This is an optimization exercise on Yosys and OpenROAD, whose aim is small area and a short achievable clock period, not a production implementation.
No run shown here included a check of the RTL's function; only the layout flow was run.
Power and IR drop assume default switching activity.

==> flow/design.v, too long to show whole: its modules and the start of the top module <==
// module gemv_dot_pipe: 2228 lines
// module gemv_stream_engine: 153 lines
module gemv_stream_engine (
  input  logic        clk,
  input  logic        rst_n,
  input  logic        start_i,
  input  logic        accum_i,
  input  logic [47:0] w_i,
  input  logic        a_valid_i,
  output logic        a_ready_o,
  input  logic [47:0] a_row_i,
  output logic        o_valid_o,
  input  logic        o_ready_i,
  output logic [15:0] o_data_o,
  output logic [1:0]  o_idx_o,
  output logic        busy_o,
  output logic        done_o,
  output logic        ovf_o
);
  // ...
==> flow/run.sh <==
#!/bin/bash
# synth_recipe.tcl (not shown) runs the flow's synth.tcl, then flattens the netlist and writes it again
# the make line also repeats each setting of config.mk as NAME=value (left out here)
make -C /OpenROAD-flow-scripts/flow DESIGN_CONFIG=/design/flow/config.mk WORK_HOME=/design/flow/orfs CLKGATE_MAP_FILE= SYNTH_SCRIPT=/design/flow/synth_recipe.tcl finish
==> flow/config.mk <==
export PLATFORM = sky130hd
export DESIGN_NAME = gemv_stream_engine
export DESIGN_NICKNAME = gemv_stream_engine
export VERILOG_FILES = /design/flow/design.v
export SDC_FILE = /design/flow/constraint.sdc
export NUM_CORES = 4
export LEC_CHECK = 0
export ABC_CLOCK_PERIOD_IN_PS = 4300
export CAP_MARGIN = 20
export CORE_MARGIN = 2
export CORE_UTILIZATION = 40
export SETUP_SLACK_MARGIN = 4.7
export SLEW_MARGIN = 20
export TNS_END_PERCENT = 10
==> flow/constraint.sdc <==
create_clock -name core_clock -period 9.0 [get_ports {clk}]
set_input_delay 1.8000 -clock core_clock [delete_from_list [all_inputs] [get_ports {clk}]]
set_output_delay 1.8000 -clock core_clock [all_outputs]
set_load 0.01 [all_outputs]
==> flow_metrics.py, run 1 <==
metrics = {
    "grt": {
        "grt_max_degree": 75,
        "grt_pass1_wl_mm": 165,
    },
    "layout": {
        "final_area_sq_mm": 0.0401,
        "drive_gt1_share_pct": 16.4,
        "multi_input_cells": 2354,
        "n_sequential_cell": 362,
        "nonClkBufAreaFrac_pct": 7.22,
        "multi_input_area_sq_mm": 0.0226,
        "largestRegisters": "row_q x48, w_q x48",
        "largest_class": "multi-input combinational cells",
    },
    "placement": {
        "port-buffer-count": 124,
        "post-place-cells": 4274,
    },
    "yosys": {
        "synth_top_area_share_pct": 29.2,
        "synthAdderAreaFrac_pct": 26.5,
        "synth_edf_count": 331,
        "synthFlopType": "edfxtp_1",
        "synthCells": 3256,
        "muxShareOfSynthArea_pct": 1.15,
        "synth_compound_area_share_pct": 15.3,
    },
    "routing": {
        "firstDrtPassIters": 6,
        "dr_wl_met2_mm": 51.0,
        "wl_met1_mm": 48.1,
        "wl_per_cell_um": 25.6,
    },
    "flow_run": {
        "maxCapViolations": 0,
    },
    "worst_hold_path": {
        "min_path_cells": 1,
        "min_to": "acc_vld_q[0]$_DFFE_PN0P_",
        "min_path_type": "reg -> reg",
    },
    "clock_tree": {
        "cts_resized": 54,
        "insertion_delay_ns": 0.63,
        "path_clk_slew_ns": 0.06,
        "cts_hold_buf": 0,
        "ctsLongestPathBuffers": 3,
        "cts_made_buffers": 43,
    },
    "worst_setup_path": {
        "slowest_stage": "fa_1",
        "rr_startpoint": "s2a_q[4]$_DFFE_PN_",
    },
    "floorplanning": {
        "die_w_um": 296,
        "taps": 1134,
    },
    "timing": {
        "slew-limit-headroom_pct": 26.8,
        "worst_pin_slew_ns": 1.09,
    },
    "power": {
        "combinationalPowerShare_pct": 63.3,
        "internal_power_mw": 6.83,
    },
    "outcome": {
        "status": "complete, no violations",
    },
}
==> run 2: changes to the inputs <==
==> flow/config.mk (replaced) <==
export PLATFORM = sky130hd
export DESIGN_NAME = gemv_stream_engine
export DESIGN_NICKNAME = gemv_stream_engine
export VERILOG_FILES = /design/flow/design.v
export SDC_FILE = /design/flow/constraint.sdc
export NUM_CORES = 4
export LEC_CHECK = 0
export CAP_MARGIN = 20
export CORE_MARGIN = 2
export CORE_UTILIZATION = 40
export SETUP_SLACK_MARGIN = 4.0
export SLEW_MARGIN = 20
export TNS_END_PERCENT = 5
==> flow_metrics.py, run 2 <==
metrics = {
    "grt": {
        "antenna_found_initial": 4,
        "grt_usage_pct": 25.2,
        "grt_max_degree": 54,
        "grt_pass1_wl_mm": 164,
        "grt.overflow.total": 0,
        "grt_pass1_vias": 24500,
    },
    "yosys": {
        "synth-async-reset-ratio_pct": 8.56,
        "yosysMostFrequentCell": "fa_1",
        "synth_commonest_cells": "fa_1, xnor2_1, nor2_1",
        "synth_cell_type_count": 77,
        "ys_warn_count": 1,
        "synth_seq_cells": 362,
        "synth_edf_count": 331,
        "synthFlopType": "edfxtp_1",
        "synth_nets": 3840,
        "synth_area_per_cell_sq_um": 10.5,
        "synth_top_area_share_pct": 29.2,
        "synthCells": 3256,
        "ys_seq_area_share_pct": 31.5,
        "yosys.area.top_type": "edfxtp_1",
        "netlist_area_sq_mm": 0.0340,
        "synthTopCellsByArea": "edfxtp_1, fa_1, xnor2_1",
    },
    "layout": {
        "area_delta_synth_final_pct": 11.1,
        "fillers": 7870,
        "largestRegisters": "row_q x48, w_q x48",
        "finish.utilization_pct": 45.0,
        "layout_commonest_cell": "fa_1",
        "nNetsFinal": 3781,
        "final_cell_mix": "fa_1, xnor2_1, nor2_1, edfxtp_1, a221oi_1",
        "drive_gt1_share_pct": 7.70,
    },
    "routing": {
        "route.detailed.drc": 0,
        "wl_mm": 110,
        "antenna_left": 0,
        "vias": 25400,
        "firstDrtPassIters": 9,
        "viasPerCell": 5.82,
        "wl_per_cell_um": 25.2,
        "drtIter0Drc": 3001,
    },
    "timing": {
        "fin_ws_ns": 4.07,
        "slew-limit-headroom_pct": 21.2,
        "fin_skew_ns": 0.0369,
        "worst_hold_slack_ns": 0.465,
        "finalHoldViolations": 0,
        "finalSetupTns_ns": 0,
        "rsz0062_at_grt": "true",
        "setup_viol": 0,
        "fin_crit_sh_pct": 54.8,
        "slew_violations": 0,
        "max_freq_mhz": 203,
        "worst_pin_slew_ns": 1.18,
        "fin_crit_ns": 4.93,
    },
    "clock_tree": {
        "ctsLongestPathBuffers": 3,
        "cts_made_buffers": 44,
        "clock-sinks": 362,
        "insertion_delay_ns": 0.61,
        "cts_tree": "yes",
        "htree_levels": 2,
        "cts_hold_buf": 0,
        "path_clk_slew_ns": 0.06,
        "root_buffer": "clkbuf_16",
    },
    "power": {
        "p_leak_nw": 13.7,
        "ir_drop_mv": 0.420,
        "powerDensity_mw_per_mm2": 330,
        "finalPower_mw": 12.5,
    },
    "placement": {
        "dp_slack_ns": 3.44,
        "port-buffer-count": 124,
        "gp_congestion": 0.968,
        "dp_hpwl_mm": 83.7,
    },
    "floorplanning": {
        "die_height_um": 296,
        "core_sq_mm": 0.0840,
        "num_io_pins": 125,
        "start_util_pct": 40.5,
        "placementRows": 106,
        "die_w_um": 296,
        "die_area_sq_mm": 0.0875,
    },
    "worst_setup_path": {
        "end_kind": "register",
        "crit_path_max_fanout": 19,
        "cp.required_ns": 9.34,
        "setup.worst_path.class": "reg -> reg",
        "startpoint_type": "register",
        "arrival_ns": 5.27,
    },
    "outcome": {
        "status": "complete, no violations",
    },
    "worst_hold_path": {
        "min_path_type": "reg -> reg",
    },
    "flow_run": {
        "maxCapViolations": 0,
    },
}
run 2: changes by cell type in the layout (fill, tap and decap cells not counted), moves of 14 or more:
cell	delta
a221oi_1	+64
a221oi_2	-62
buf_4	-86
fa_1	+42
fa_2	-42
ha_1	+23
inv_2	+14
nand2_1	+21
nand2_4	-19
nor2b_1	+19
nor2b_4	-20
run 2: path summary, 6_finish.rpt:
path	startpoint	endpoint	slack, ns	cells after the start
hold / removal	acc_vld_q[0]$_DFFE_PN0P_	acc_vld_q[0]$_DFFE_PN0P_	0.47	1
min in group asynchronous	rst_n	out_data_q[6]$_DFFE_PN0P_	1.58	2
max in group asynchronous	rst_n	out_data_q[7]$_DFFE_PN0P_	7.12	2
setup / recovery	w_q[23]$_DFFE_PP_	s2d_q[11]$_DFFE_PN_	4.07	11
setup reg to reg	w_q[23]$_DFFE_PP_	s2d_q[11]$_DFFE_PN_	4.07	11
hold reg to reg	acc_vld_q[0]$_DFFE_PN0P_	acc_vld_q[0]$_DFFE_PN0P_	0.47	1
run 2: where the power goes:
group	switching, mW	leakage, nW	internal (mW)	total (mW)
clock network	0.768	0.672	0.993	1.76
logic	4.97	9.30	2.82	7.79
registers	0.127	3.73	2.80	2.93
run 2: cells by family (layout without fill, tap and decap cells):
kind of cell / Yosys count / after routing / synth area share [%]
and+or+nand+nor: 735 / 737 / 9.40
AOI/OAI and AO/OA: 717 / 718 / 15.3
buffers and inverters: 544 / 517 / 6.43
adders and majority gates: 482 / 482 / 26.5
xor gates and xnor gates: 377 / 377 / 9.70
DFF: 362 / 362 / 31.5
muxes: 39 / 39 / 1.15
other: 0 / 1 / 0
run 2: critical path: stages (launching register included):
cell and delay, ns:
edfxtp_1 0.49, ha_1 0.26, nor2b_1 0.21, inv_2 0.31, xnor2_1 0.22, a221oi_1 0.87
fa_1 0.57, fa_1 0.49, fa_1 0.66, inv_1 0.07, ha_1 0.20, ha_1 0.28
run 2: metal layers:
metal / share of wire, % / vias to the layer above / global-route usage, % / routed length (um)
met5: 0.025 / - / 0 / 27
met1: 43 / 12800 / 35.3 / 46800
met2: 46 / 1133 / 39.7 / 50200
met4: 3.3 / 4 / 7.40 / 3630
met3: 8.4 / 197 / 4.64 / 9220
li1: - / 11200 / - / -
run 2: timing repair:
item	CTS	global route
gates cloned	2	1
setup buffers	5	6
pin swaps	2	19
gates resized for setup	5	73
endpoints found under the setup margin	24	41
hold endpoints to repair	0	0
run 2: per-stage QoR:
stage,cell area [sq um],cells
3_5_place_dp,35900,4265
4_1_cts,37400,4353
5_1_grt,37800,4366
2_1_floorplan,34100,3256
3_3_place_gp,35900,4265
6_report,37800,4367
run 2: final cells by class:
type	instances	area, sq um	area share [%]
multi-input cells	2353	21500	56.8
flip-flops and latches	362	10700	28.3
repair buffers	204	1890	5.01
well taps	1134	1420	3.75
clock buffers	54	1170	3.09
inverters	232	883	2.34
clock inverters	27	255	0.675
diodes	1	2.50	0.00662
==> module gemv_stream_engine, before the edit <==
module gemv_stream_engine (
  input  logic        clk,
  input  logic        rst_n,
  input  logic        start_i,
  input  logic        accum_i,
  input  logic [47:0] w_i,
  input  logic        a_valid_i,
  output logic        a_ready_o,
  input  logic [47:0] a_row_i,
  output logic        o_valid_o,
  input  logic        o_ready_i,
  output logic [15:0] o_data_o,
  output logic [1:0]  o_idx_o,
  output logic        busy_o,
  output logic        done_o,
  output logic        ovf_o
);
  logic [1:0]  state_q;
  logic [47:0] w_q;
  logic        accum_q;
  logic [1:0]  in_cnt_q;
  logic        ovf_q;
  logic        out_valid_q;
  logic [15:0] out_data_q;
  logic [1:0]  out_idx_q;
  logic [47:0] row_q;
  logic        s1_valid_q;
  logic        s2_valid_q;
  logic [1:0]  s2_idx_q;
  logic [34:0] s2a_q, s2b_q, s2c_q, s2d_q;
  logic [34:0] acc0_q, acc1_q, acc2_q;
  logic [2:0]  acc_vld_q;
  logic        st_idle, st_run, st_done;
  logic        adv_c, accept_c, start_ok_c, last_in_c, last_out_c;
  logic [1:0]  s1_idx_c;
  logic [34:0] acc_add_c, sa_c, sb_c, sc_c, sd_c, v_c;
  logic [34:0] t1s_c, t1c_c, t2s_c, t2c_c;
  logic [15:0] sat_c;
  logic        clamp_c;
  assign st_idle  = (state_q == 2'd0);
  assign st_run   = (state_q == 2'd1);
  assign st_done  = (state_q == 2'd3);
  assign adv_c      = !out_valid_q || o_ready_i;
  assign a_ready_o  = st_run && adv_c;
  assign accept_c   = a_valid_i && a_ready_o;
  assign start_ok_c = st_idle && start_i;
  assign last_in_c  = accept_c && (in_cnt_q == 2'd2);
  assign last_out_c = out_valid_q && o_ready_i && (out_idx_q == 2'd2);
  assign busy_o = !st_idle;
  assign done_o = st_done;
  assign s1_idx_c = in_cnt_q - 2'd1;
  always_comb begin
    acc_add_c = '0;
    if (accum_q) begin
      case (s1_idx_c)
        2'd0:    if (acc_vld_q[0]) acc_add_c = acc0_q;
        2'd1:    if (acc_vld_q[1]) acc_add_c = acc1_q;
        default: if (acc_vld_q[2]) acc_add_c = acc2_q;
      endcase
    end
  end
  gemv_dot_pipe u_dot (
    .w_i   (w_q),
    .row_i (row_q),
    .acc_i (acc_add_c),
    .s0_o  (sa_c),
    .s1_o  (sb_c),
    .s2_o  (sc_c),
    .s3_o  (sd_c)
  );
  for (genvar i = 0; i < 35; i++) begin : g_csa
    assign {t1c_c[i], t1s_c[i]} = {1'b0, s2a_q[i]} + {1'b0, s2b_q[i]} + {1'b0, s2c_q[i]};
    if (i == 0) begin : g_lsb
      assign {t2c_c[i], t2s_c[i]} = {1'b0, t1s_c[i]} + {1'b0, s2d_q[i]};
    end else begin : g_bit
      assign {t2c_c[i], t2s_c[i]} = {1'b0, t1s_c[i]} + {1'b0, t1c_c[i-1]} + {1'b0, s2d_q[i]};
    end
  end
  assign v_c = t2s_c + {t2c_c[33:0], 1'b0};
  always_comb begin
    clamp_c = 1'b0;
    sat_c   = v_c[15:0];
    if (!v_c[34] && (v_c[33:15] != '0)) begin
      clamp_c = 1'b1;
      sat_c   = 16'h7fff;
    end else if (v_c[34] && (v_c[33:15] != '1)) begin
      clamp_c = 1'b1;
      sat_c   = 16'h8000;
    end
  end
  always_ff @(posedge clk or negedge rst_n) begin
    if (!rst_n) begin
      state_q     <= 2'd0;
      in_cnt_q    <= '0;
      ovf_q       <= 1'b0;
      out_valid_q <= 1'b0;
      out_data_q  <= '0;
      out_idx_q   <= '0;
      s1_valid_q  <= 1'b0;
      s2_valid_q  <= 1'b0;
      s2_idx_q    <= '0;
      acc_vld_q   <= '0;
    end else begin
      case (state_q)
        2'd0:    if (start_i)    state_q <= 2'd1;
        2'd1:    if (last_in_c)  state_q <= 2'd2;
        2'd2:    if (last_out_c) state_q <= 2'd3;
        default:                 state_q <= 2'd0;
      endcase
      if (accept_c) in_cnt_q <= in_cnt_q + 2'd1;
      if (adv_c) begin
        s1_valid_q  <= accept_c;
        s2_valid_q  <= s1_valid_q;
        out_valid_q <= s2_valid_q;
        if (s1_valid_q) s2_idx_q <= s1_idx_c;
        if (s2_valid_q) begin
          acc_vld_q[s2_idx_q] <= 1'b1;
          out_data_q <= sat_c;
          out_idx_q  <= s2_idx_q;
          if (clamp_c) ovf_q <= 1'b1;
        end
      end
      if (start_ok_c) begin
        in_cnt_q <= '0;
        ovf_q    <= 1'b0;
      end
    end
  end
  always_ff @(posedge clk) begin
    if (start_ok_c) begin
      w_q     <= w_i;
      accum_q <= accum_i;
    end
    if (adv_c) begin
      row_q <= a_row_i;
      s2a_q <= sa_c;
      s2b_q <= sb_c;
      s2c_q <= sc_c;
      s2d_q <= sd_c;
      if (s2_valid_q) begin
        case (s2_idx_q)
          2'd0:    acc0_q <= v_c;
          2'd1:    acc1_q <= v_c;
          default: acc2_q <= v_c;
        endcase
      end
    end
  end
  assign o_valid_o = out_valid_q;
  assign o_data_o  = out_data_q;
  assign o_idx_o   = out_idx_q;
  assign ovf_o     = ovf_q;
endmodule
==> run 3: changes to the inputs <==
--- a/flow/design.v
+++ b/flow/design.v
@@ -2270,6 +2270,9 @@
   logic [34:0] t1s_c, t1c_c, t2s_c, t2c_c;
   logic [15:0] sat_c;
   logic        clamp_c;
+  logic [15:0] lo_c;
+  logic [19:0] xh_c, yh_c, hx_c, hor_c, hand_c;
+  logic        sum_m1_c, sum_0_c, sum_m2_c;
   assign st_idle  = (state_q == 2'd0);
   assign st_run   = (state_q == 2'd1);
   assign st_done  = (state_q == 2'd3);
@@ -2310,17 +2313,17 @@
     end
   end
   assign v_c = t2s_c + {t2c_c[33:0], 1'b0};
-  always_comb begin
-    clamp_c = 1'b0;
-    sat_c   = v_c[15:0];
-    if (!v_c[34] && (v_c[33:15] != '0)) begin
-      clamp_c = 1'b1;
-      sat_c   = 16'h7fff;
-    end else if (v_c[34] && (v_c[33:15] != '1)) begin
-      clamp_c = 1'b1;
-      sat_c   = 16'h8000;
-    end
-  end
+  assign lo_c    = {1'b0, t2s_c[14:0]} + {1'b0, t2c_c[13:0], 1'b0};
+  assign xh_c    = t2s_c[34:15];
+  assign yh_c    = t2c_c[33:14];
+  assign hx_c    = xh_c ^ yh_c;
+  assign hor_c   = xh_c | yh_c;
+  assign hand_c  = xh_c & yh_c;
+  assign sum_m1_c = &hx_c;
+  assign sum_0_c  = ~|(hx_c ^ {hor_c[18:0], 1'b0});
+  assign sum_m2_c = ~|(hx_c ^ {19'h7ffff, 1'b0} ^ {hand_c[18:1], hor_c[0], 1'b0});
+  assign clamp_c  = lo_c[15] ? !(sum_m1_c || sum_m2_c) : !(sum_0_c || sum_m1_c);
+  assign sat_c    = clamp_c ? (v_c[34] ? 16'h8000 : 16'h7fff) : v_c[15:0];
   always_ff @(posedge clk or negedge rst_n) begin
     if (!rst_n) begin
       state_q     <= 2'd0;
--- a/flow/config.mk
+++ b/flow/config.mk
@@ -8,6 +8,6 @@
 export CAP_MARGIN = 20
 export CORE_MARGIN = 2
 export CORE_UTILIZATION = 40
-export SETUP_SLACK_MARGIN = 4.0
+export SETUP_SLACK_MARGIN = 4.7
 export SLEW_MARGIN = 20
 export TNS_END_PERCENT = 5
==> flow_metrics.py, run 3 <==
metrics = {
    "timing": {
        "max_freq_mhz": 229,
        "finalSetupTns_ns": 0,
        "finalHoldViolations": 0,
        "worst_pin_slew_ns": 1.17,
        "setup_viol": 0,
        "fin_crit_ns": 4.37,
        "slew-limit-headroom_pct": 21.0,
        "fin_ws_ns": 4.63,
        "fin_skew_ns": 0.0435,
        "rsz0062_at_grt": "true",
        "slew_violations": 0,
        "fin_crit_sh_pct": 48.6,
    },
    "worst_setup_path": {
        "crit_path_max_fanout": 3,
        "critical_path_cell_count": 4,
        "path_delay_family": "buffers and inverters",
        "rr_startpoint": "w_q[5]$_DFFE_PP_",
        "path_cells": "dlygate4sd2_1 > nand2b_4 > and2_4 > clkdlybuf4s15_1",
        "startpoint_type": "input port",
        "path_buf_inv": 2,
        "r2r_slack_ns": 4.63,
        "cp-startpoint": "o_ready_i",
        "reg2reg_depth": 12,
        "arrival_ns": 2.57,
        "slowest_stage": "dlygate4sd2_1",
        "end_kind": "output pin",
        "timing.rr.end": "s2d_q[19]$_DFFE_PN_",
        "cpPeakStageDelay_ns": 0.26,
        "cp.required_ns": 7.20,
        "setup.worst_path.class": "in -> out",
    },
    "yosys": {
        "synth_commonest_cells": "fa_1, nor2_1, edfxtp_1",
        "synth_top_area_share_pct": 29.0,
        "netlist_area_sq_mm": 0.0342,
        "synthTopCellsByArea": "edfxtp_1, fa_1, xnor2_1",
        "synth_nets": 3825,
        "synthCells": 3206,
        "synth-async-reset-ratio_pct": 8.56,
        "synth_seq_cells": 362,
        "synth_edf_count": 331,
        "ys_seq_area_share_pct": 31.3,
        "yosysMostFrequentCell": "fa_1",
        "ys_warn_count": 1,
        "synthFlopType": "edfxtp_1",
        "yosys.area.top_type": "edfxtp_1",
        "synth_cell_type_count": 61,
        "synth_area_per_cell_sq_um": 10.7,
    },
    "layout": {
        "multi_input_area_sq_mm": 0.0224,
        "nNetsFinal": 3902,
        "drive_gt1_share_pct": 15.5,
        "area_delta_synth_final_pct": 18.4,
        "fillers": 7685,
        "final-seq-area_sq_mm": 0.0107,
        "final_cell_mix": "fa_1, edfxtp_1, nor2_1, xnor2_1, inv_1",
        "layout_commonest_cell": "fa_1",
        "largestRegisters": "row_q x48, w_q x48",
        "n_antenna_cell": 0,
    },
    "floorplanning": {
        "num_io_pins": 125,
        "placementRows": 107,
        "die_w_um": 296,
        "start_util_pct": 40.3,
        "die_height_um": 296,
        "die_area_sq_mm": 0.0879,
        "core_sq_mm": 0.0850,
    },
    "power": {
        "p_leak_nw": 15.3,
        "p_switching_mw": 5.20,
        "clock_power_share_pct": 16.1,
        "internal_power_mw": 6.46,
        "swShare_pct": 44.6,
        "combinationalPowerShare_pct": 58.4,
        "powerDensity_mw_per_mm2": 288,
        "ir_drop_mv": 0.306,
        "power_frac_seq_pct": 25.5,
    },
    "clock_tree": {
        "clock-sinks": 362,
        "root_buffer": "clkbuf_16",
        "htree_levels": 2,
        "cts_made_buffers": 47,
        "path_clk_slew_ns": 0.06,
        "cts_tree": "yes",
        "ctsLongestPathBuffers": 3,
        "cts_hold_buf": 0,
        "insertion_delay_ns": 0.63,
    },
    "grt": {
        "grt.overflow.total": 0,
        "grt_pass1_vias": 24900,
        "grt_pass1_wl_mm": 172,
        "grt_max_degree": 71,
        "antenna_found_initial": 0,
        "grt_usage_pct": 26.7,
    },
    "worst_hold_path": {
        "min_path_cells": 1,
        "min_to": "acc_vld_q[1]$_DFFE_PN0P_",
        "hp-start": "acc_vld_q[1]$_DFFE_PN0P_",
        "min_path_type": "reg -> reg",
    },
    "routing": {
        "antenna_left": 0,
        "vias": 26200,
        "wl_mm": 119,
        "route.detailed.drc": 0,
        "viasPerCell": 5.87,
        "firstDrtPassIters": 6,
        "wl_per_cell_um": 26.6,
        "drtIter0Drc": 3552,
    },
    "outcome": {
        "status": "complete, no violations",
    },
    "placement": {
        "dp_hpwl_mm": 85.8,
        "gp_congestion": 0.956,
        "port-buffer-count": 124,
        "dp_slack_ns": 3.46,
    },
    "flow_run": {
        "maxCapViolations": 0,
    },
}
[run 3: cell families after synthesis]
kind of cell,after synthesis,share of synthesized area (%)
and+or+nand+nor,652,8.21
muxes,61,1.81
xor gates and xnor gates,395,10.2
adders and majority gates,517,27.9
buffers and inverters,581,6.50
AOI/OAI and AO/OA,638,14.1
DFF,362,31.3
[run 3: through the flow]
stage          utilization, %  hold WS, ns  cells  instance area, sq um  power (mW)
2_1_floorplan               -        0.430   3206                 34300        7.59
3_3_place_gp             42.7        0.446   4233                 36300        9.52
3_5_place_dp             42.7        0.449   4233                 36300        9.62
4_1_cts                  46.6        0.464   4399                 39600        11.6
5_1_grt                  47.6        0.507   4462                 40500        12.5
6_report                 47.6        0.461   4462                 40500        11.7
[run 3: per-layer routing]
metal | vias up | global-route usage (%) | routed length [um] | part of all wire, %
met5 | - | 0 | 0 | 0
met4 | 0 | 8.38 | 5410 | 4.6
met3 | 268 | 5.50 | 11500 | 9.7
met2 | 1432 | 41.1 | 52500 | 44
met1 | 13200 | 37.9 | 49400 | 42
li1 | 11300 | - | - | -
[run 3: worst max-delay path by stage]
| stage | end | slack, ns |
|---|---|---|
| floorplan | a_ready_o | 4.48 |
| global placement | s2d_q[17]$_DFFE_PN_ | 3.46 |
| detailed placement | s2d_q[19]$_DFFE_PN_ | 3.46 |
| CTS | s2d_q[11]$_DFFE_PN_ | 4.60 |
| global route | s2d_q[18]$_DFFE_PN_ | 4.51 |
| finish | a_ready_o | 4.63 |
[run 3: power by group through the flow]
stage,registers (mW),logic [mW],clock network (mW)
after floorplan,2.94,4.65,0
after global placement,3.01,6.51,0
after detailed placement,3.02,6.60,0
after CTS,2.98,6.74,1.92
after global routing,2.99,7.50,1.98
final,2.98,6.81,1.88
[run 3: cell type report]
class / count / share of cell area, %
multi-input combinational: 2264 / 55.4
inverter: 263 / 2.47
timing repair buffer: 345 / 8.36
sequential: 362 / 26.5
clock buffer: 59 / 3.06
tap: 1144 / 3.53
clock inverter: 25 / 0.726
[run 3: worst reg2reg max path: stages, from the launching register on]
cell      delay (ns)
edfxtp_1        0.42
buf_4           0.18
nor2_1          0.24
nand3_1         0.13
o21ai_1         0.09
buf_4           0.28
a221oi_1        0.17
fa_1            0.65
fa_1            0.47
fa_1            0.44
inv_1           0.09
fa_1            0.46
fa_1            0.49
[run 3: timing repair]
| action | CTS | global route |
|---|---|---|
| pin swaps | 20 | 34 |
| gates resized for setup | 232 | 83 |
| setup buffers | 78 | 58 |
| endpoints found under the setup margin | 176 | 131 |
| gates cloned | 4 | 4 |
==> run 4: changes to the inputs <==
--- a/flow/config.mk
+++ b/flow/config.mk
@@ -8,6 +8,6 @@
 export CAP_MARGIN = 20
 export CORE_MARGIN = 2
 export CORE_UTILIZATION = 40
-export SETUP_SLACK_MARGIN = 4.7
+export SETUP_SLACK_MARGIN = 4.4
 export SLEW_MARGIN = 20
 export TNS_END_PERCENT = 5
==> flow_metrics.py, run 4 <==
metrics = {
    "clock_tree": {
        "clock-sinks": 362,
        "cts_tree": "yes",
        "cts_made_buffers": 45,
        "htree_levels": 2,
        "ctsLongestPathBuffers": 3,
        "root_buffer": "clkbuf_16",
        "insertion_delay_ns": 0.62,
        "path_clk_slew_ns": 0.06,
    },
    "grt": {
        "grt_pass1_vias": 24200,
        "grt_max_degree": 66,
        "grt_usage_pct": 26.2,
        "antenna_found_initial": 1,
        "grt.overflow.total": 0,
        "grt_pass1_wl_mm": 168,
    },
    "yosys": {
        "synthTopCellsByArea": "edfxtp_1, fa_1, xnor2_1",
        "yosys.area.top_type": "edfxtp_1",
        "synthCells": 3206,
        "synth_nets": 3825,
        "netlist_area_sq_mm": 0.0342,
        "synth_commonest_cells": "fa_1, nor2_1, edfxtp_1",
        "ys_warn_count": 1,
        "synth_cell_type_count": 61,
        "synth_seq_cells": 362,
        "yosysMostFrequentCell": "fa_1",
        "synth_area_per_cell_sq_um": 10.7,
        "synth_top_area_share_pct": 29.0,
        "synth-async-reset-ratio_pct": 8.56,
        "ys_seq_area_share_pct": 31.3,
        "synthFlopType": "edfxtp_1",
        "synth_edf_count": 331,
    },
    "power": {
        "ir_drop_mv": 0.324,
        "powerDensity_mw_per_mm2": 303,
        "p_leak_nw": 14.5,
        "finalPower_mw": 11.7,
    },
    "floorplanning": {
        "die_height_um": 296,
        "num_io_pins": 125,
        "die_w_um": 296,
        "placementRows": 107,
        "start_util_pct": 40.3,
        "die_area_sq_mm": 0.0879,
        "core_sq_mm": 0.0850,
    },
    "layout": {
        "n_antenna_cell": 0,
        "largestRegisters": "row_q x48, w_q x48",
        "nNetsFinal": 3778,
        "drive_gt1_share_pct": 8.92,
        "fillers": 7886,
        "final_cell_mix": "fa_1, nor2_1, edfxtp_1, xnor2_1, a221oi_1",
        "finish.utilization_pct": 45.3,
        "layout_commonest_cell": "fa_1",
        "area_delta_synth_final_pct": 12.6,
    },
    "timing": {
        "finalHoldViolations": 0,
        "fin_crit_sh_pct": 52.2,
        "rsz0062_at_grt": "true",
        "fin_crit_ns": 4.70,
        "slew_violations": 0,
        "worst_pin_slew_ns": 1.24,
        "max_freq_mhz": 213,
        "fin_skew_ns": 0.0287,
        "slew-limit-headroom_pct": 16.7,
        "setup_viol": 0,
        "finalSetupTns_ns": 0,
    },
    "placement": {
        "gp_congestion": 0.947,
        "port-buffer-count": 124,
        "dp_hpwl_mm": 86.5,
    },
    "routing": {
        "drtIter0Drc": 2849,
        "firstDrtPassIters": 6,
        "route.detailed.drc": 0,
        "antenna_left": 0,
        "wl_per_cell_um": 26.5,
        "viasPerCell": 5.83,
        "wl_mm": 115,
        "vias": 25300,
    },
    "worst_setup_path": {
        "reg2reg_depth": 11,
        "arrival_ns": 5.05,
        "cpPeakStageDelay_ns": 0.61,
        "cp.required_ns": 9.35,
        "path_cells": "ha_1 > nor2b_2 > nand2_4 > nor2_1 > a221oi_2 > fa_1 > fa_1 > fa_1 > inv_1 > fa_1 > fa_1",
        "setup.worst_path.class": "reg -> reg",
        "path_common_cell": "fa_1",
        "slowest_stage": "fa_1",
        "crit_path_max_fanout": 17,
        "startpoint_type": "register",
        "end_kind": "register",
    },
    "worst_hold_path": {
        "min_path_type": "reg -> reg",
        "min_path_cells": 1,
    },
    "flow_run": {
        "maxCapViolations": 0,
    },
    "outcome": {
        "status": "complete, no violations",
    },
}
[run 4: cell types whose count changed in the layout (fill, tap and decap cells not counted), moves of 8 or more]
cell      change
buf_4        -80
ha_1         +19
buf_6        -16
buf_12       -18
ha_2         -13
nor2_1       +15
a221oi_2     -26
nor2b_2       +8
nor2b_4       -8
nand2_4      -10
a221oi_1     +30
fa_2         -26
nor2_2       -11
fa_1         +26
[run 4: cell type report]
class                   instances  area (sq um)  share of cell area, %
clock buffers                  56          1180                   3.06
multi-input cells            2265         21800                   56.6
clock inverters                28           367                  0.952
inverters                     263           991                   2.57
flip-flops and latches        362         10700                   27.8
well taps                    1144          1430                   3.72
repair buffers                222          2030                   5.26
[run 4: cells by family after synthesis]
kind of cell	Yosys count	synth area share, %
flops	362	31.3
simple gates	652	8.21
mux	61	1.81
compound gates	638	14.1
buf+inv	581	6.50
fa+ha+maj	517	27.9
xor+xnor	395	10.2
[run 4: worst max-delay path: cells and delay by family, from the launching register on]
kind / cells / cell delay, ns
compound gates: 1 / 0.07
buf+inv: 1 / 0.06
fa+ha+maj: 6 / 2.91
simple gates: 3 / 0.93
flops: 1 / 0.47
[run 4: routing by layer]
metal,GRT usage [%],vias up,share of wire (%)
li1,-,11000,-
met1,38.0,12900,43
met2,40.3,1200,45
met3,4.59,170,8.8
met4,7.18,0,3.3
met5,0,-,0
[run 4: what timing repair did]
item	in CTS	in global routing
pin swaps	2	2
endpoints found under the hold margin	0	0
resized for setup	108	21
cloned	2	0
setup buffers	13	4
hold buffers	0	0
endpoints found under the setup margin	127	55
[run 4: final timing paths]
kind | slack (ns) | from | endpoint
worst max register to register | 4.30 | w_q[6]$_DFFE_PP_ | s2d_q[16]$_DFFE_PN_
worst min-delay path | 0.46 | acc_vld_q[0]$_DFFE_PN0P_ | acc_vld_q[0]$_DFFE_PN0P_
max in group asynchronous | 7.07 | rst_n | out_data_q[14]$_DFFE_PN0P_
worst min register to register | 0.46 | acc_vld_q[0]$_DFFE_PN0P_ | acc_vld_q[0]$_DFFE_PN0P_
worst max-delay path | 4.30 | w_q[6]$_DFFE_PP_ | s2d_q[16]$_DFFE_PN_
min in group asynchronous | 1.59 | rst_n | out_data_q[7]$_DFFE_PN0P_
[run 4: stage by stage]
stage	cells	instance area, sq um	hold slack [ns]	setup slack (ns)
final	4340	38500	0.461	4.30
after global routing	4340	38500	0.465	4.25
after CTS	4335	38400	0.458	4.38
after detailed placement	4236	36300	0.443	3.17
after global placement	4235	36300	0.445	3.23
after floorplan	3206	34300	0.430	4.31
[run 4: report_power, final]
group	internal, mW	switching (mW)	total [mW]
combinational	2.52	4.27	6.79
clock	1.12	0.794	1.91
sequential	2.83	0.141	2.97
total	6.47	5.21	11.7
==> run 5: changes to the inputs <==
==> flow/flow/run.sh (new file) <==
#!/bin/bash
# Standard layout, with the port buffers inserted by buffer_ports made of buf_4
# instead of the tool's default pick (a delay buffer), so the ports' buffers are fast.
set -e
echo "export BUFFER_PORTS_ARGS = -buffer_cell sky130_fd_sc_hd__buf_4" >> config.mk
bash standard.sh > standard.log 2>&1
==> flow/standard.sh (new file) <==
#!/bin/bash
# synth_recipe.tcl (not shown) runs the flow's synth.tcl, then flattens the netlist and writes it again
# the make line also repeats each setting of config.mk as NAME=value (left out here)
make -C /OpenROAD-flow-scripts/flow DESIGN_CONFIG=/design/flow/config.mk WORK_HOME=/design/flow/orfs CLKGATE_MAP_FILE= SYNTH_SCRIPT=/design/flow/synth_recipe.tcl "${@:-finish}"
--- a/flow/config.mk
+++ b/flow/config.mk
@@ -8,6 +8,7 @@
 export CAP_MARGIN = 20
 export CORE_MARGIN = 2
 export CORE_UTILIZATION = 40
-export SETUP_SLACK_MARGIN = 4.4
+export SETUP_SLACK_MARGIN = 4.7
 export SLEW_MARGIN = 20
 export TNS_END_PERCENT = 5
+export BUFFER_PORTS_ARGS = -buffer_cell sky130_fd_sc_hd__buf_4
removed: flow/run.sh
==> flow_metrics.py, run 5 <==
metrics = {
    "outcome": {
        "status": "complete, no violations",
    },
    "timing": {
        "rsz0062_at_grt": "true",
        "fin_skew_ns": 0.0269,
        "fin_crit_ns": 4.32,
        "slew_violations": 0,
        "max_freq_mhz": 231,
        "slew-limit-headroom_pct": 24.6,
        "worst_pin_slew_ns": 1.13,
        "finalHoldViolations": 0,
        "fin_crit_sh_pct": 48.0,
        "finalSetupTns_ns": 0,
        "setup_viol": 0,
    },
    "yosys": {
        "synthSimpleGateAreaFrac_pct": 8.21,
        "synth_commonest_cells": "fa_1, nor2_1, edfxtp_1",
        "muxShareOfSynthArea_pct": 1.81,
        "yosys.area_share.xor_xnor_pct": 10.2,
        "synth-async-reset-ratio_pct": 8.56,
        "synth_cell_type_count": 61,
        "synth_nets": 3825,
        "netlist_area_sq_mm": 0.0342,
        "synthAdderAreaFrac_pct": 27.9,
        "yosys.area.top_type": "edfxtp_1",
        "synthTopCellsByArea": "edfxtp_1, fa_1, xnor2_1",
        "yosysMostFrequentCell": "fa_1",
        "synth_top_area_share_pct": 29.0,
        "synth_compound_area_share_pct": 14.1,
        "synthCells": 3206,
        "synth_edf_count": 331,
        "ys_seq_area_share_pct": 31.3,
        "synth_seq_cells": 362,
        "synth_area_per_cell_sq_um": 10.7,
        "ys_warn_count": 1,
        "synth_top_family_by_area": "adder cells",
        "synthFlopType": "edfxtp_1",
    },
    "worst_hold_path": {
        "hp-start": "acc_vld_q[1]$_DFFE_PN0P_",
        "min_path_type": "reg -> reg",
    },
    "clock_tree": {
        "ctsLongestPathBuffers": 3,
        "clock-sinks": 362,
        "root_buffer": "clkbuf_16",
        "path_clk_slew_ns": 0.06,
        "htree_levels": 2,
        "cts_tree": "yes",
        "insertion_delay_ns": 0.63,
        "cts_made_buffers": 46,
    },
    "routing": {
        "wl_mm": 118,
        "firstDrtPassIters": 6,
        "wl_per_cell_um": 26.7,
        "route.detailed.drc": 0,
        "drtIter0Drc": 3301,
        "antenna_left": 0,
        "viasPerCell": 5.84,
        "vias": 25900,
    },
    "floorplanning": {
        "num_io_pins": 125,
        "die_w_um": 296,
        "core_sq_mm": 0.0850,
        "die_height_um": 296,
        "start_util_pct": 40.3,
        "die_area_sq_mm": 0.0879,
        "placementRows": 107,
    },
    "worst_setup_path": {
        "setup.worst_path.class": "reg -> reg",
        "startpoint_type": "register",
        "r2r_slack_ns": 4.68,
        "arrival_ns": 4.70,
        "crit_path_max_fanout": 18,
        "cp.required_ns": 9.37,
        "end_kind": "register",
        "rr_startpoint": "w_q[2]$_DFFE_PP_",
        "cp-startpoint": "w_q[2]$_DFFE_PP_",
    },
    "layout": {
        "layout_commonest_cell": "fa_1",
        "fillers": 7775,
        "final_cell_mix": "fa_1, edfxtp_1, nor2_1, xnor2_1, buf_4",
        "largestRegisters": "row_q x48, w_q x48",
        "final_cells": 4437,
        "drive_gt1_share_pct": 19.4,
        "finish.utilization_pct": 47.1,
        "nNetsFinal": 3874,
        "area_delta_synth_final_pct": 16.9,
    },
    "grt": {
        "grt_pass1_wl_mm": 171,
        "grt.overflow.total": 0,
        "antenna_found_initial": 1,
        "grt_pass1_vias": 24900,
        "grt_usage_pct": 26.5,
        "grt_max_degree": 59,
    },
    "power": {
        "ir_drop_mv": 0.327,
        "powerDensity_mw_per_mm2": 296,
        "p_leak_nw": 15.3,
    },
    "flow_run": {
        "maxCapViolations": 0,
    },
    "placement": {
        "port-buffer-count": 124,
        "post-place-cells": 4230,
        "dp_hpwl_mm": 86.7,
        "gp_congestion": 0.956,
    },
}
[run 5: cell count changes in the layout (fill, tap and decap cells not counted), moves of 22 or more]
cell | previous run | this run
a221oi_2 | 30 | 72
clkdlybuf4s50_1 | 122 | 0
fa_2 | 3 | 25
buf_4 | 90 | 274
fa_1 | 407 | 385
a221oi_1 | 262 | 213
[run 5: logic make-up (layout without fill, tap and decap cells)]
kind of cell               Yosys count  count (layout)
AOI/OAI and AO/OA                  638             638
xor gates and xnor gates           395             395
adders and majority gates          517             517
buffers and inverters              581             665
DFF                                362             362
muxes                               61              61
other                                0               1
and+or+nand+nor                    652             654
[run 5: stage by stage]
step	instance area [sq um]	power, mW	setup WS (ns)	hold slack (ns)
after floorplan	34300	7.59	4.48	0.430
after detailed placement	36000	9.67	3.31	0.446
final	40000	11.8	4.68	0.473
after global placement	36000	9.54	3.42	0.444
after CTS	38700	11.6	4.57	0.464
after global routing	40000	12.7	4.57	0.511
[run 5: final timing paths]
| check | end | depth (start not counted) |
|---|---|---|
| min in group asynchronous | out_data_q[12]$_DFFE_PN0P_ | 1 |
| max reg2reg | s2d_q[19]$_DFFE_PN_ | 9 |
| min reg2reg | acc_vld_q[1]$_DFFE_PN0P_ | 1 |
| min | acc_vld_q[1]$_DFFE_PN0P_ | 1 |
| max in group asynchronous | ovf_q$_DFFE_PN0P_ | 1 |
| max | s2d_q[19]$_DFFE_PN_ | 9 |
[run 5: area by class of cell]
class | count | area [sq um] | area share, %
Clock buffer | 57 | 1200 | 3.01
Timing Repair Buffer | 317 | 2710 | 6.77
Antenna cell | 1 | 2.50 | 0.00626
Sequential cell | 362 | 10700 | 26.8
Multi-Input combinational cell | 2265 | 22600 | 56.6
Clock inverter | 28 | 303 | 0.757
Tap cell | 1144 | 1430 | 3.58
Inverter | 263 | 1000 | 2.51
[run 5: timing repair]
action                     CTS  global route
cloned                       0             5
pin swaps                   11            43
buffers inserted            56            59
hold buffers                 0             0
setup endpoints to repair  111            93
gates resized for setup    190           147
[run 5: power breakdown]
part / internal, mW / leakage, nW / switching [mW]
Combinational: 2.61 / 10.9 / 4.40
Clock: 1.05 / 0.708 / 0.809
Sequential: 2.83 / 3.73 / 0.141
Total: 6.49 / 15.3 / 5.35
[run 5: per-layer routing]
metal  vias up  part of all wire [%]  global-route usage (%)  wire length (um)
met1     13200                    42                    37.9             50300
li1      11200                     -                       -                 -
met5         -                     0                       0                 0
met3       233                   8.5                    4.60             10100
met2      1240                    45                    41.0             53300
met4         0                   4.0                    8.17              4790
[run 5: critical path: stages (launching register included)]
cell	delay, ns
edfxtp_1	0.49
ha_2	0.64
o21ai_0	0.29
mux2i_1	0.27
fa_2	0.53
fa_1	0.52
fa_2	0.35
inv_2	0.06
fa_1	0.43
fa_1	0.48

-- afterwards: timing with drivers on the ports --
No port has a modelled driver above. Below, the same layouts with a new extraction and two added sets of constraints. Step 1 assumes that a clkbuf_16 drives the clock port and a buf_2 every other input. Step 2 also shifts input and output timing later by t, the mid clock arrival at the registers, as if the neighbouring blocks saw the same clock. Three values: ideal ports, drivers, drivers and shift; two values: the first two.
run	shift t [ns]	setup WS [ns]	worst data-port slew with drivers (ns)
run 1	0.679	4.161 / 4.161 / 4.161	0.05
run 2	0.659	4.066 / 4.059 / 4.059	0.05
run 3	0.679	4.629 / 4.609 / 4.352	0.06
run 4	0.676	4.304 / 4.304 / 4.304	0.05
run 5	0.683	4.676 / 4.655 / 4.655	0.06
After both steps every run listed still meets setup and hold. For run 3, which loses most, drivers alone change the setup slack by -0.020 ns; drivers and shift together by -0.277 ns.
